Background: an optimization exercise with open tools, aiming at small area, a short achievable clock period and few clock cycles per item. Do not read the settings as production practice. The RTL was checked by simulation tests, not by an equivalence proof against the original design. Power figures rest on the tool's default switching activity, not on a simulated workload.

==> violet <==
Design positional_list_insert_remove_top, start of the top module:
module positional_list_insert_remove_top (
  input  logic                                clk,
  input  logic                                rst_n,
  input  logic                                in_valid,
  output logic                                in_ready,
  input  logic                                in_command,
  input  logic [plr_pkg::POS_W-1:0]           in_position,
  input  logic signed [plr_pkg::VAL_W-1:0]    in_new_value,
  output logic                                out_valid,
  input  logic                                out_ready,
  output logic                                out_success,
  output logic signed [plr_pkg::VAL_W-1:0]    out_removed_value,
  output logic [plr_pkg::CNT_OUT_W-1:0]       out_entry_count
);
==> module positional_list_insert_remove_top, before the edit <==
module positional_list_insert_remove_top (
  input  logic                                clk,
  input  logic                                rst_n,
  input  logic                                in_valid,
  output logic                                in_ready,
  input  logic                                in_command,
  input  logic [plr_pkg::POS_W-1:0]           in_position,
  input  logic signed [plr_pkg::VAL_W-1:0]    in_new_value,
  output logic                                out_valid,
  input  logic                                out_ready,
  output logic                                out_success,
  output logic signed [plr_pkg::VAL_W-1:0]    out_removed_value,
  output logic [plr_pkg::CNT_OUT_W-1:0]       out_entry_count
);
  localparam int D  = plr_pkg::DEPTH_DEF;
  localparam int W  = plr_pkg::VAL_W;
  localparam int CW = plr_pkg::CNT_OUT_W;
  logic [W-1:0]  ent [D];
  logic [D-1:0]  live;           
  logic [CW-1:0] count;
  logic          out_v, out_s;
  logic [W-1:0]  out_rv;
  logic [CW-1:0] out_c;
  logic          sk_v, sk_s;
  logic [W-1:0]  sk_rv;
  logic [CW-1:0] sk_c;
  logic          ex, ex_ins, ex_rem;
  logic          ins_ok, rem_ok;
  logic [D-1:0]  ge, ge_lo;      
  logic [D-1:0]  eq;
  logic [D-1:0]  s_hold, s_up, s_val, s_dn;
  logic [W-1:0]  rv;
  logic [CW-1:0] new_count;
  always_comb begin
    for (int i = 0; i < D; i++) ge[i] = (in_position <= 5'(i));
  end
  assign ex     = in_valid & ~sk_v;
  assign ex_ins = ex & ~in_command & ~live[D-1];
  assign ex_rem = ex & in_command;
  assign ge_lo  = {ge[D-2:0], 1'b0};
  assign eq     = ge & ~ge_lo;
  assign ins_ok = ex_ins & (&(ge | live));
  assign rem_ok = ex_rem & (|(ge & live));
  always_comb begin
    rv = '0;
    for (int i = 0; i < D; i++)
      rv = rv | ({W{ex_rem & eq[i] & live[i]}} & ent[i]);
  end
  always_comb begin
    new_count = count;
    if (ins_ok) new_count = count + CW'(1);
    if (rem_ok) new_count = count - CW'(1);
  end
  assign s_up   = {D{ex_ins}} & ge_lo;
  assign s_val  = {D{ex_ins}} & eq;
  assign s_dn   = {1'b0, {(D-1){ex_rem}} & ge[D-2:0]};
  assign s_hold = ~(s_up | s_val | s_dn);
  always_ff @(posedge clk) begin
    for (int i = 0; i < D; i++) begin
      ent[i] <= ({W{s_hold[i]}} & ent[i])
              | ({W{s_up[i]}}   & ent[(i + D - 1) % D])
              | ({W{s_val[i]}}  & in_new_value)
              | ({W{s_dn[i]}}   & ent[(i + 1) % D]);
    end
  end
  always_ff @(posedge clk) begin
    if (!rst_n) begin
      count <= '0;
      live  <= '0;
      out_v <= 1'b0;
      sk_v  <= 1'b0;
    end else begin
      count <= new_count;
      if (ins_ok) live <= {live[D-2:0], 1'b1};
      if (rem_ok) live <= {1'b0, live[D-1:1]};
      out_v <= sk_v | ex | (out_v & ~out_ready);
      sk_v  <= sk_v ? ~out_ready : ex & out_v & ~out_ready;
    end
  end
  always_ff @(posedge clk) begin
    if (!out_v || out_ready) begin
      out_s  <= sk_v ? sk_s  : (ins_ok | rem_ok);
      out_rv <= sk_v ? sk_rv : rv;
      out_c  <= sk_v ? sk_c  : new_count;
    end
    if (!sk_v) begin
      sk_s  <= ins_ok | rem_ok;
      sk_rv <= rv;
      sk_c  <= new_count;
    end
  end
  assign in_ready          = ~sk_v;
  assign out_valid         = out_v;
  assign out_success       = out_s;
  assign out_removed_value = out_rv;
  assign out_entry_count   = out_c;
endmodule
==> flow/config.mk <==
export PLATFORM = sky130hd
export DESIGN_NAME = positional_list_insert_remove_top
export DESIGN_NICKNAME = positional_list_insert_remove_top
export VERILOG_FILES = /design/flow/design.v
export SDC_FILE = /design/flow/constraint.sdc
export NUM_CORES = 4
export LEC_CHECK = 0
export CAP_MARGIN = 20
export CORE_MARGIN = 2
export CORE_UTILIZATION = 40
export SLEW_MARGIN = 20
==> flow/constraint.sdc <==
create_clock -name core_clock -period 5.0 [get_ports {clk}]
set_input_delay 1.0000 -clock core_clock [delete_from_list [all_inputs] [get_ports {clk}]]
set_output_delay 1.0000 -clock core_clock [all_outputs]
set_load 0.01 [all_outputs]
run.sh (not shown) runs the stock make flow with config.mk's settings and CLKGATE_MAP_FILE= SYNTH_SCRIPT=/design/flow/synth_recipe.tcl, a recipe that flattens the netlist after the stock synthesis.
==> tundra (differences from violet) <==
--- a/flow/design.v
+++ b/flow/design.v
@@ -50,2 +50,8 @@
   localparam int CW = plr_pkg::CNT_OUT_W;
+  logic          in_ready_r, ir_load;
+  logic          ir_v, ir_ins, ir_le, ir_lt;
+  logic [D-1:0]  ir_ge, ir_rd;
+  logic [W-1:0]  ir_val;
+  logic          en_ins, en_rem, en_any;
+  logic          ok_ins, ok_rem;  
   logic [W-1:0]  ent [D];
@@ -57,8 +63,6 @@
   logic          sk_v, sk_s;
-  logic [W-1:0]  sk_rv;
-  logic [CW-1:0] sk_c;
-  logic          ex, ex_ins, ex_rem;
-  logic          ins_ok, rem_ok;
-  logic [D-1:0]  ge, ge_lo;      
-  logic [D-1:0]  eq;
+  logic [W-1:0]  sk_rv;          
+  logic          ex;
+  logic          ins_ok, rem_ok, r_s;
+  logic [D-1:0]  ge_lo;          
   logic [D-1:0]  s_hold, s_up, s_val, s_dn;
@@ -66,12 +70,7 @@
   logic [CW-1:0] new_count;
-  always_comb begin
-    for (int i = 0; i < D; i++) ge[i] = (in_position <= 5'(i));
-  end
-  assign ex     = in_valid & ~sk_v;
-  assign ex_ins = ex & ~in_command & ~live[D-1];
-  assign ex_rem = ex & in_command;
-  assign ge_lo  = {ge[D-2:0], 1'b0};
-  assign eq     = ge & ~ge_lo;
-  assign ins_ok = ex_ins & (&(ge | live));
-  assign rem_ok = ex_rem & (|(ge & live));
+  assign ex    = ir_v & ~sk_v;
+  assign ge_lo = {ir_ge[D-2:0], 1'b0};
+  assign ins_ok = ok_ins;
+  assign rem_ok = ok_rem;
+  assign r_s    = ins_ok | rem_ok;
   always_comb begin
@@ -79,3 +78,3 @@
     for (int i = 0; i < D; i++)
-      rv = rv | ({W{ex_rem & eq[i] & live[i]}} & ent[i]);
+      rv = rv | ({W{ir_rd[i]}} & ent[i]);
   end
@@ -86,6 +85,6 @@
   end
-  assign s_up   = {D{ex_ins}} & ge_lo;
-  assign s_val  = {D{ex_ins}} & eq;
-  assign s_dn   = {1'b0, {(D-1){ex_rem}} & ge[D-2:0]};
-  assign s_hold = ~(s_up | s_val | s_dn);
+  assign s_up   = {D{en_ins}} & ge_lo;
+  assign s_val  = {D{en_ins}} & ir_ge & ~ge_lo;
+  assign s_dn   = {1'b0, {(D-1){en_rem}} & ir_ge[D-2:0]};
+  assign s_hold = {~(en_ins & ir_ge[D-1]), ~({(D-1){en_any}} & ir_ge[D-2:0])};
   always_ff @(posedge clk) begin
@@ -94,3 +93,3 @@
               | ({W{s_up[i]}}   & ent[(i + D - 1) % D])
-              | ({W{s_val[i]}}  & in_new_value)
+              | ({W{s_val[i]}}  & ir_val)
               | ({W{s_dn[i]}}   & ent[(i + 1) % D]);
@@ -98,14 +97,41 @@
   end
+  logic         ir_v_n, ir_ins_n, sk_v_n, en_ins_n, en_rem_n;
+  logic [D-1:0] live_n, in_ge;
+  logic         le_n, lt_n;
+  logic         o_hold, o_sk, o_new;
+  assign ir_v_n   = in_ready_r ? in_valid : ir_v;
+  assign ir_ins_n = in_ready_r ? ~in_command : ir_ins;
+  assign sk_v_n   = sk_v ? ~out_ready : ex & out_v & ~out_ready;
+  assign en_ins_n = ir_v_n & ir_ins_n & ~sk_v_n & ~live_n[D-1];
+  assign en_rem_n = ir_v_n & ~ir_ins_n & ~sk_v_n;
+  always_comb begin
+    live_n = live;
+    if (ins_ok) live_n = {live[D-2:0], 1'b1};
+    if (rem_ok) live_n = {1'b0, live[D-1:1]};
+  end
   always_ff @(posedge clk) begin
     if (!rst_n) begin
-      count <= '0;
-      live  <= '0;
-      out_v <= 1'b0;
-      sk_v  <= 1'b0;
+      in_ready_r <= 1'b1;
+      ir_v       <= 1'b0;
+      en_ins     <= 1'b0;
+      en_rem     <= 1'b0;
+      en_any     <= 1'b0;
+      ok_ins     <= 1'b0;
+      ok_rem     <= 1'b0;
+      count      <= '0;
+      live       <= '0;
+      out_v      <= 1'b0;
+      sk_v       <= 1'b0;
     end else begin
-      count <= new_count;
-      if (ins_ok) live <= {live[D-2:0], 1'b1};
-      if (rem_ok) live <= {1'b0, live[D-1:1]};
-      out_v <= sk_v | ex | (out_v & ~out_ready);
-      sk_v  <= sk_v ? ~out_ready : ex & out_v & ~out_ready;
+      in_ready_r <= ~(ir_v_n & sk_v_n);
+      ir_v       <= ir_v_n;
+      en_ins     <= en_ins_n;
+      en_rem     <= en_rem_n;
+      en_any     <= en_ins_n | en_rem_n;
+      ok_ins     <= en_ins_n & le_n;
+      ok_rem     <= en_rem_n & lt_n;
+      count      <= new_count;
+      live       <= live_n;
+      out_v      <= sk_v | ex | (out_v & ~out_ready);
+      sk_v       <= sk_v_n;
     end
@@ -113,14 +139,30 @@
   always_ff @(posedge clk) begin
-    if (!out_v || out_ready) begin
-      out_s  <= sk_v ? sk_s  : (ins_ok | rem_ok);
-      out_rv <= sk_v ? sk_rv : rv;
-      out_c  <= sk_v ? sk_c  : new_count;
-    end
-    if (!sk_v) begin
-      sk_s  <= ins_ok | rem_ok;
-      sk_rv <= rv;
-      sk_c  <= new_count;
+    ir_load <= ~(ir_v_n & sk_v_n) | ~rst_n;
+  end
+  always_comb begin
+    for (int i = 0; i < D; i++) in_ge[i] = (in_position <= 5'(i));
+  end
+  assign le_n = ir_load ? &(in_ge | live_n) : ir_le;
+  assign lt_n = ir_load ? |(in_ge & live_n) : ir_lt;
+  always_ff @(posedge clk) begin
+    if (ir_load) begin
+      ir_ins <= ~in_command;
+      ir_ge  <= in_ge;
+      ir_rd  <= {D{in_command}} & in_ge & ~{in_ge[D-2:0], 1'b0} & live_n;
+      ir_le  <= le_n;
+      ir_lt  <= lt_n;
+      ir_val <= in_new_value;
     end
   end
-  assign in_ready          = ~sk_v;
+  assign o_hold = out_v & ~out_ready;
+  assign o_sk   = ~o_hold & sk_v;
+  assign o_new  = ~o_hold & ~sk_v;
+  always_ff @(posedge clk) begin
+    out_s  <= (o_hold & out_s)  | (o_sk & sk_s)  | (o_new & r_s);
+    out_rv <= ({W{o_hold}} & out_rv) | ({W{o_sk}} & sk_rv) | ({W{o_new}} & rv);
+    out_c  <= ({CW{o_hold}} & out_c) | ({CW{o_sk}} & count) | ({CW{o_new}} & new_count);
+    sk_s   <= (sk_v & sk_s) | (~sk_v & r_s);
+    sk_rv  <= ({W{sk_v}} & sk_rv) | ({W{~sk_v}} & rv);
+  end
+  assign in_ready          = in_ready_r;
   assign out_valid         = out_v;
==> flow/flow/run.sh (new file) <==
#!/bin/bash
# The standard layout, with the port buffers made of buf_2 cells instead of
# the delay cells buffer_ports picks on its own (every port still gets one).
set -euo pipefail
export BUFFER_PORTS_ARGS="-buffer_cell sky130_fd_sc_hd__buf_2"
bash standard.sh > standard.log 2>&1
==> flow/standard.sh (new file) <==
#!/bin/bash
# synth_recipe.tcl (not shown) runs the flow's synth.tcl, then flattens the netlist and writes it again
# the make line also repeats each setting of config.mk as NAME=value (left out here)
make -C /OpenROAD-flow-scripts/flow DESIGN_CONFIG=/design/flow/config.mk WORK_HOME=/design/flow/orfs CLKGATE_MAP_FILE= SYNTH_SCRIPT=/design/flow/synth_recipe.tcl "${@:-finish}"
Settings changed: CTS_BUF_LIST from default to sky130_fd_sc_hd__clkbuf_16, CTS_CLUSTER_DIAMETER from default to 80, CTS_CLUSTER_SIZE from default to 18, SETUP_SLACK_MARGIN from default to 2.5, SLEW_MARGIN 20 to 50, TNS_END_PERCENT from default to 5.
removed: flow/run.sh
==> run summary <==
Of violet and tundra, tundra has the higher sequential share of layout area (gap 6.5 points). Against tundra, the routed wire length of violet is larger by 6.4%. Of tundra and violet, violet has the higher via count (gap about 3%, measured against violet). Between violet and tundra, the lower total power is in tundra (gap about 0.7%, measured against tundra). Global-route usage: tundra is lower than violet (5.2 points). Synthesized cell count is about the same in tundra and violet.
Testbench counts of violet, summed over its fixed seeds: cycles 4,010, items 4,000.
Testbench counts of tundra, summed over its fixed seeds: cycles 4,020, items 4,000.

==> what the ideal ports hide <==
The results above use ideal ports. As a check the final layouts listed here were re-extracted and re-timed, cells and wires unchanged. Step 1 (the two cells are an assumption about what drives the block):
set clk [get_ports {clk}]
set_driving_cell -lib_cell sky130_fd_sc_hd__clkbuf_16 $clk
set_driving_cell -lib_cell sky130_fd_sc_hd__buf_2 [delete_from_list [all_inputs] $clk]
Step 2 moves the port delays by t, midway between the first and last clock arrival at a register: inputs arrive t later, outputs are due t later. That takes back most of the time a late clock gives input paths. Three values: ideal ports, drivers, drivers and shift; two values: the first two.
| run | t, ns | setup slack, ns | worst setup path at the end |
|---|---|---|---|
| violet | 0.703 | 1.039 / 1.069 / 0.367 | input to register |
| tundra | 0.695 | 2.391 / 2.391 / 2.142 | input to register |
After both steps every run listed still meets setup and hold. The setup slack of violet, which loses most, moves by +0.030 ns with the drivers and by -0.672 ns with both steps.
